Background: an optimization exercise with open tools, aiming at small area, a short achievable clock period and few clock cycles per item. Do not read the settings as production practice. Where RTL was checked, it was by simulation tests only, not by an equivalence proof against the original.

==> inputs of build 25 <==
// board_eval
module board_eval
#(
   parameter int EVAL_WIDTH = 16                       
)
(
   input  logic                         clk,
   input  logic                         reset,
   input  logic [255:0]                 board_in,
   input  logic                         board_valid,
   input  logic                         attack_done,
   input  logic                         clear_eval,
   output logic signed [EVAL_WIDTH-1:0] eval,
   output logic                         eval_valid
);
export LEC_CHECK = 0
export CAP_MARGIN = 20
export CORE_MARGIN = 2
export CORE_UTILIZATION = 40
export SETUP_SLACK_MARGIN = 1.0
export SLEW_MARGIN = 20
create_clock -name core_clock -period 7.0 [get_ports {clk}]
standard.sh (not shown) runs the stock make flow with config.mk's settings and CLKGATE_MAP_FILE= SYNTH_SCRIPT=/design/flow/synth_recipe.tcl, a recipe that flattens the netlist after the stock synthesis.
==> flow/flow/run.sh <==
#!/bin/bash
# The standard layout with two changes:
#  - after the standard synthesis, fapol.py removes inverters around the full adders
#    by using some adders with all pins inverted (a full adder is self-dual); the
#    registers are not touched;
#  - the input and output ports are buffered with buf_2 cells.
set -euo pipefail
R=orfs/results/sky130hd/board_eval/base
bash standard.sh synth > synth_flow.log 2>&1
cp $R/1_2_yosys.v synth_standard.v
python3 flow/fapol.py synth_standard.v $R/1_2_yosys.v > fapol.log 2>&1
touch $R/1_2_yosys.v
bash standard.sh finish BUFFER_PORTS_ARGS="-buffer_cell sky130_fd_sc_hd__buf_2" > finish_flow.log 2>&1
Other scripts of this flow, unchanged in this note and not shown: flow/flow/fapol.py
==> build 49: changes against build 25 <==
--- a/flow/design.v
+++ b/flow/design.v
@@ -3449,16 +3449,13 @@
    logic t708;
    logic t709;
    logic [33:0] y_s;
    logic [33:0] y_c;
    logic t710;
-   logic [16:0] y_lo;
-   logic [17:0] y_hi0;
-   logic [17:0] y_hi1;
-   logic [17:0] y_hi2;
+   logic [33:0] y0;
+   logic [33:0] y1;
    logic t711;
-   logic t712;
    logic [15:0] q;
    assign count_h1 = {cnt[6], cnt[5], cnt[4], cnt[3], cnt[2], cnt[1], cnt[0]};
    assign count_h2 = {cnt[13], cnt[12], cnt[11], cnt[10], cnt[9], cnt[8], cnt[7]};
    assign count_h3 = {cnt[20], cnt[19], cnt[18], cnt[17], cnt[16], cnt[15], cnt[14]};
    assign count_h4 = {cnt[27], cnt[26], cnt[25], cnt[24], cnt[23], cnt[22], cnt[21]};
@@ -4186,17 +4183,14 @@
    assign t708 = ~dig[24] ^ e_sum[14] ^ t705;
    assign t709 = (~dig[24] & e_sum[14]) | (~dig[24] & t705) | (e_sum[14] & t705);
    assign y_s = {1'b1, ~e_sum[16], t709, t707, t703, t699, t695, t689, t683, t677, t669, t661, t653, t643, t633, t623, t611, t601, t591, t581, t571, t561, t553, t550, t537, t531, t525, t522, t515, t511, t508, t329, ~e_sum[0], t327};
    assign y_c = {1'b0, e_sum[15], ~e_sum[15], t708, t706, t702, t698, t694, t688, t682, t676, t668, t660, t652, t642, t632, t622, t610, t600, t590, t580, t570, t560, t552, t544, t536, t530, t524, t518, t514, t510, t506, ~t329, dig[4]};
    assign t710 = (y_s[0] ^ y_c[0]) | ((y_s[1] ^ y_c[1]) != (y_s[0] | y_c[0])) | ((y_s[2] ^ y_c[2]) != (y_s[1] | y_c[1])) | ((y_s[3] ^ y_c[3]) != (y_s[2] | y_c[2])) | ((y_s[4] ^ y_c[4]) != (y_s[3] | y_c[3])) | ((y_s[5] ^ y_c[5]) != (y_s[4] | y_c[4])) | ((y_s[6] ^ y_c[6]) != (y_s[5] | y_c[5])) | ((y_s[7] ^ y_c[7]) != (y_s[6] | y_c[6])) | ((y_s[8] ^ y_c[8]) != (y_s[7] | y_c[7])) | ((y_s[9] ^ y_c[9]) != (y_s[8] | y_c[8])) | ((y_s[10] ^ y_c[10]) != (y_s[9] | y_c[9])) | ((y_s[11] ^ y_c[11]) != (y_s[10] | y_c[10])) | ((y_s[12] ^ y_c[12]) != (y_s[11] | y_c[11])) | ((y_s[13] ^ y_c[13]) != (y_s[12] | y_c[12])) | ((y_s[14] ^ y_c[14]) != (y_s[13] | y_c[13])) | ((y_s[15] ^ y_c[15]) != (y_s[14] | y_c[14]));
-   assign y_lo = {1'b0, y_s[15:0]} + {1'b0, y_c[15:0]};
-   assign y_hi0 = y_s[33:16] + y_c[33:16];
-   assign y_hi1 = y_s[33:16] + y_c[33:16] + 18'd1;
-   assign y_hi2 = y_s[33:16] + y_c[33:16] + 18'd2;
-   assign t711 = y_lo[16] ? y_hi1[17] : y_hi0[17];
-   assign t712 = t711 & t710;
-   assign q = (y_lo[16] & t712) ? y_hi2[15:0] : (y_lo[16] | t712) ? y_hi1[15:0] : y_hi0[15:0];
+   assign y0 = y_s + y_c;
+   assign y1 = y_s + y_c + 34'h10000;
+   assign t711 = y0[33] & t710;
+   assign q = t711 ? y1[31:16] : y0[31:16];
    always_ff @(posedge clk)
    begin
       dig   <= dig_next;
       p1    <= p1_next;
       p3    <= p3_next;
- SETUP_SLACK_MARGIN: 1.0 -> 1.5
==> trial 29: changes against build 25 <==
--- a/flow/design.v
+++ b/flow/design.v
@@ -3449,16 +3449,13 @@
    logic t708;
    logic t709;
    logic [33:0] y_s;
    logic [33:0] y_c;
    logic t710;
-   logic [16:0] y_lo;
-   logic [17:0] y_hi0;
-   logic [17:0] y_hi1;
-   logic [17:0] y_hi2;
+   logic [33:0] y0;
+   logic [33:0] y1;
    logic t711;
-   logic t712;
    logic [15:0] q;
    assign count_h1 = {cnt[6], cnt[5], cnt[4], cnt[3], cnt[2], cnt[1], cnt[0]};
    assign count_h2 = {cnt[13], cnt[12], cnt[11], cnt[10], cnt[9], cnt[8], cnt[7]};
    assign count_h3 = {cnt[20], cnt[19], cnt[18], cnt[17], cnt[16], cnt[15], cnt[14]};
    assign count_h4 = {cnt[27], cnt[26], cnt[25], cnt[24], cnt[23], cnt[22], cnt[21]};
@@ -4186,17 +4183,14 @@
    assign t708 = ~dig[24] ^ e_sum[14] ^ t705;
    assign t709 = (~dig[24] & e_sum[14]) | (~dig[24] & t705) | (e_sum[14] & t705);
    assign y_s = {1'b1, ~e_sum[16], t709, t707, t703, t699, t695, t689, t683, t677, t669, t661, t653, t643, t633, t623, t611, t601, t591, t581, t571, t561, t553, t550, t537, t531, t525, t522, t515, t511, t508, t329, ~e_sum[0], t327};
    assign y_c = {1'b0, e_sum[15], ~e_sum[15], t708, t706, t702, t698, t694, t688, t682, t676, t668, t660, t652, t642, t632, t622, t610, t600, t590, t580, t570, t560, t552, t544, t536, t530, t524, t518, t514, t510, t506, ~t329, dig[4]};
    assign t710 = (y_s[0] ^ y_c[0]) | ((y_s[1] ^ y_c[1]) != (y_s[0] | y_c[0])) | ((y_s[2] ^ y_c[2]) != (y_s[1] | y_c[1])) | ((y_s[3] ^ y_c[3]) != (y_s[2] | y_c[2])) | ((y_s[4] ^ y_c[4]) != (y_s[3] | y_c[3])) | ((y_s[5] ^ y_c[5]) != (y_s[4] | y_c[4])) | ((y_s[6] ^ y_c[6]) != (y_s[5] | y_c[5])) | ((y_s[7] ^ y_c[7]) != (y_s[6] | y_c[6])) | ((y_s[8] ^ y_c[8]) != (y_s[7] | y_c[7])) | ((y_s[9] ^ y_c[9]) != (y_s[8] | y_c[8])) | ((y_s[10] ^ y_c[10]) != (y_s[9] | y_c[9])) | ((y_s[11] ^ y_c[11]) != (y_s[10] | y_c[10])) | ((y_s[12] ^ y_c[12]) != (y_s[11] | y_c[11])) | ((y_s[13] ^ y_c[13]) != (y_s[12] | y_c[12])) | ((y_s[14] ^ y_c[14]) != (y_s[13] | y_c[13])) | ((y_s[15] ^ y_c[15]) != (y_s[14] | y_c[14]));
-   assign y_lo = {1'b0, y_s[15:0]} + {1'b0, y_c[15:0]};
-   assign y_hi0 = y_s[33:16] + y_c[33:16];
-   assign y_hi1 = y_s[33:16] + y_c[33:16] + 18'd1;
-   assign y_hi2 = y_s[33:16] + y_c[33:16] + 18'd2;
-   assign t711 = y_lo[16] ? y_hi1[17] : y_hi0[17];
-   assign t712 = t711 & t710;
-   assign q = (y_lo[16] & t712) ? y_hi2[15:0] : (y_lo[16] | t712) ? y_hi1[15:0] : y_hi0[15:0];
+   assign y0 = y_s + y_c;
+   assign y1 = y_s + y_c + 34'h10000;
+   assign t711 = y0[33] & t710;
+   assign q = t711 ? y1[31:16] : y0[31:16];
    always_ff @(posedge clk)
    begin
       dig   <= dig_next;
       p1    <= p1_next;
       p3    <= p3_next;
- CAP_MARGIN: 20 -> 0
- CORE_UTILIZATION: 40 -> 55
- SLEW_MARGIN: 20 -> 0
==> build 88: changes against build 25 <==
--- a/flow/design.v
+++ b/flow/design.v
@@ -3449,16 +3449,13 @@
    logic t708;
    logic t709;
    logic [33:0] y_s;
    logic [33:0] y_c;
    logic t710;
-   logic [16:0] y_lo;
-   logic [17:0] y_hi0;
-   logic [17:0] y_hi1;
-   logic [17:0] y_hi2;
+   logic [33:0] y0;
+   logic [33:0] y1;
    logic t711;
-   logic t712;
    logic [15:0] q;
    assign count_h1 = {cnt[6], cnt[5], cnt[4], cnt[3], cnt[2], cnt[1], cnt[0]};
    assign count_h2 = {cnt[13], cnt[12], cnt[11], cnt[10], cnt[9], cnt[8], cnt[7]};
    assign count_h3 = {cnt[20], cnt[19], cnt[18], cnt[17], cnt[16], cnt[15], cnt[14]};
    assign count_h4 = {cnt[27], cnt[26], cnt[25], cnt[24], cnt[23], cnt[22], cnt[21]};
@@ -4186,17 +4183,14 @@
    assign t708 = ~dig[24] ^ e_sum[14] ^ t705;
    assign t709 = (~dig[24] & e_sum[14]) | (~dig[24] & t705) | (e_sum[14] & t705);
    assign y_s = {1'b1, ~e_sum[16], t709, t707, t703, t699, t695, t689, t683, t677, t669, t661, t653, t643, t633, t623, t611, t601, t591, t581, t571, t561, t553, t550, t537, t531, t525, t522, t515, t511, t508, t329, ~e_sum[0], t327};
    assign y_c = {1'b0, e_sum[15], ~e_sum[15], t708, t706, t702, t698, t694, t688, t682, t676, t668, t660, t652, t642, t632, t622, t610, t600, t590, t580, t570, t560, t552, t544, t536, t530, t524, t518, t514, t510, t506, ~t329, dig[4]};
    assign t710 = (y_s[0] ^ y_c[0]) | ((y_s[1] ^ y_c[1]) != (y_s[0] | y_c[0])) | ((y_s[2] ^ y_c[2]) != (y_s[1] | y_c[1])) | ((y_s[3] ^ y_c[3]) != (y_s[2] | y_c[2])) | ((y_s[4] ^ y_c[4]) != (y_s[3] | y_c[3])) | ((y_s[5] ^ y_c[5]) != (y_s[4] | y_c[4])) | ((y_s[6] ^ y_c[6]) != (y_s[5] | y_c[5])) | ((y_s[7] ^ y_c[7]) != (y_s[6] | y_c[6])) | ((y_s[8] ^ y_c[8]) != (y_s[7] | y_c[7])) | ((y_s[9] ^ y_c[9]) != (y_s[8] | y_c[8])) | ((y_s[10] ^ y_c[10]) != (y_s[9] | y_c[9])) | ((y_s[11] ^ y_c[11]) != (y_s[10] | y_c[10])) | ((y_s[12] ^ y_c[12]) != (y_s[11] | y_c[11])) | ((y_s[13] ^ y_c[13]) != (y_s[12] | y_c[12])) | ((y_s[14] ^ y_c[14]) != (y_s[13] | y_c[13])) | ((y_s[15] ^ y_c[15]) != (y_s[14] | y_c[14]));
-   assign y_lo = {1'b0, y_s[15:0]} + {1'b0, y_c[15:0]};
-   assign y_hi0 = y_s[33:16] + y_c[33:16];
-   assign y_hi1 = y_s[33:16] + y_c[33:16] + 18'd1;
-   assign y_hi2 = y_s[33:16] + y_c[33:16] + 18'd2;
-   assign t711 = y_lo[16] ? y_hi1[17] : y_hi0[17];
-   assign t712 = t711 & t710;
-   assign q = (y_lo[16] & t712) ? y_hi2[15:0] : (y_lo[16] | t712) ? y_hi1[15:0] : y_hi0[15:0];
+   assign y0 = y_s + y_c;
+   assign y1 = y_s + y_c + 34'h10000;
+   assign t711 = y0[33] & t710;
+   assign q = t711 ? y1[31:16] : y0[31:16];
    always_ff @(posedge clk)
    begin
       dig   <= dig_next;
       p1    <= p1_next;
       p3    <= p3_next;
==> summary of the runs <==
Trial 29 ran to the end with no violations. Build 88 completed without violations. Build 25 produced a clean layout. Build 49 finished with timing, DRC and antenna clean. Fmax: build 49 > build 88 > trial 29 > build 25. Final cell count, lowest first: trial 29, build 25, build 88, build 49. Clock skew: build 49 < build 25 < build 88 < trial 29. Count of clock-buffer cells in the layout: trial 29 is lower than build 88 (4). The highest routed wire length belongs to trial 29, the lowest to build 88. Synthesized cell count is the same in build 49 and build 88.
==> figures <==
Tmin final: build 88 5.76 ns; build 49 5.70 ns; build 25 6.23 ns; trial 29 5.96 ns
Pin count of the biggest net entering global routing: build 88 25; build 49 20; build 25 20; trial 29 21
Worst-case reg-to-reg path depth: build 88 21; build 49 20; build 25 23; trial 29 21
Seq/total area: build 88 0.0855; build 49 0.0814; build 25 0.0842; trial 29 0.0860
Hold Worst Slack: build 88 0.433 ns; build 49 0.445 ns; build 25 0.445 ns; trial 29 0.466 ns
Die outline width: build 88 295 µm; build 49 295 µm; build 25 295 µm; trial 29 252 µm
Row cnt: build 88 106; build 49 106; build 25 106; trial 29 90
Violation count after the first detailed-route iteration: build 88 1841; build 49 1871; build 25 2060; trial 29 2643
Final nets: build 88 4954; build 49 5009; build 25 4920; trial 29 4966
Status: build 88 complete, no violations; build 49 complete, no violations; build 25 complete, no violations; trial 29 complete, no violations
Via density per instance: build 88 5.34; build 49 5.43; build 25 5.40; trial 29 6.02
Count of clock-net buffers in the final layout: build 88 21; build 49 19; build 25 17; trial 29 17
Number of vias in the routed layout: build 88 27000; build 49 27700; build 25 27000; trial 29 28400
Testbench counts of build 49, summed over its fixed seeds: cycles 2,048, boards 512.
Testbench counts of trial 29, summed over its fixed seeds: cycles 2,048, boards 512.
Testbench counts of build 88, summed over its fixed seeds: cycles 2,048, boards 512.
For build 25, only the layout was checked, not whether the RTL still works.

separate check: timing with driven ports:
No port has a modelled driver above. Below, the same layouts with a new extraction and two added sets of constraints. Step 1 (the two cells are an assumption about what drives the block):
set clk [get_ports {clk}]
set_driving_cell -lib_cell sky130_fd_sc_hd__clkbuf_16 $clk
set_driving_cell -lib_cell sky130_fd_sc_hd__buf_2 [delete_from_list [all_inputs] $clk]
Step 2 adds t to the input delays and takes it off the output delays; t is the mean of the earliest and latest rising clock arrival at the registers after step 1. Input paths then give back, and output paths get back, about the clock's delay inside the block. Slacks: ideal ports / drivers / drivers and shift; pairs: ideal ports / drivers.
run	t (ns)	slack for setup (ns)	worst data-port slew with drivers (ns)
build 25	0.523	0.771 / 0.771 / 0.702	0.14
build 49	0.521	1.296 / 1.296 / 1.076	0.16
trial 29	0.503	1.043 / 1.043 / 0.725	0.12
build 88	0.502	1.238 / 1.238 / 0.788	0.13
After both steps every run listed still meets setup and hold. For build 88, which loses most, drivers alone change the setup slack by 0.000 ns; drivers and shift together by -0.450 ns.
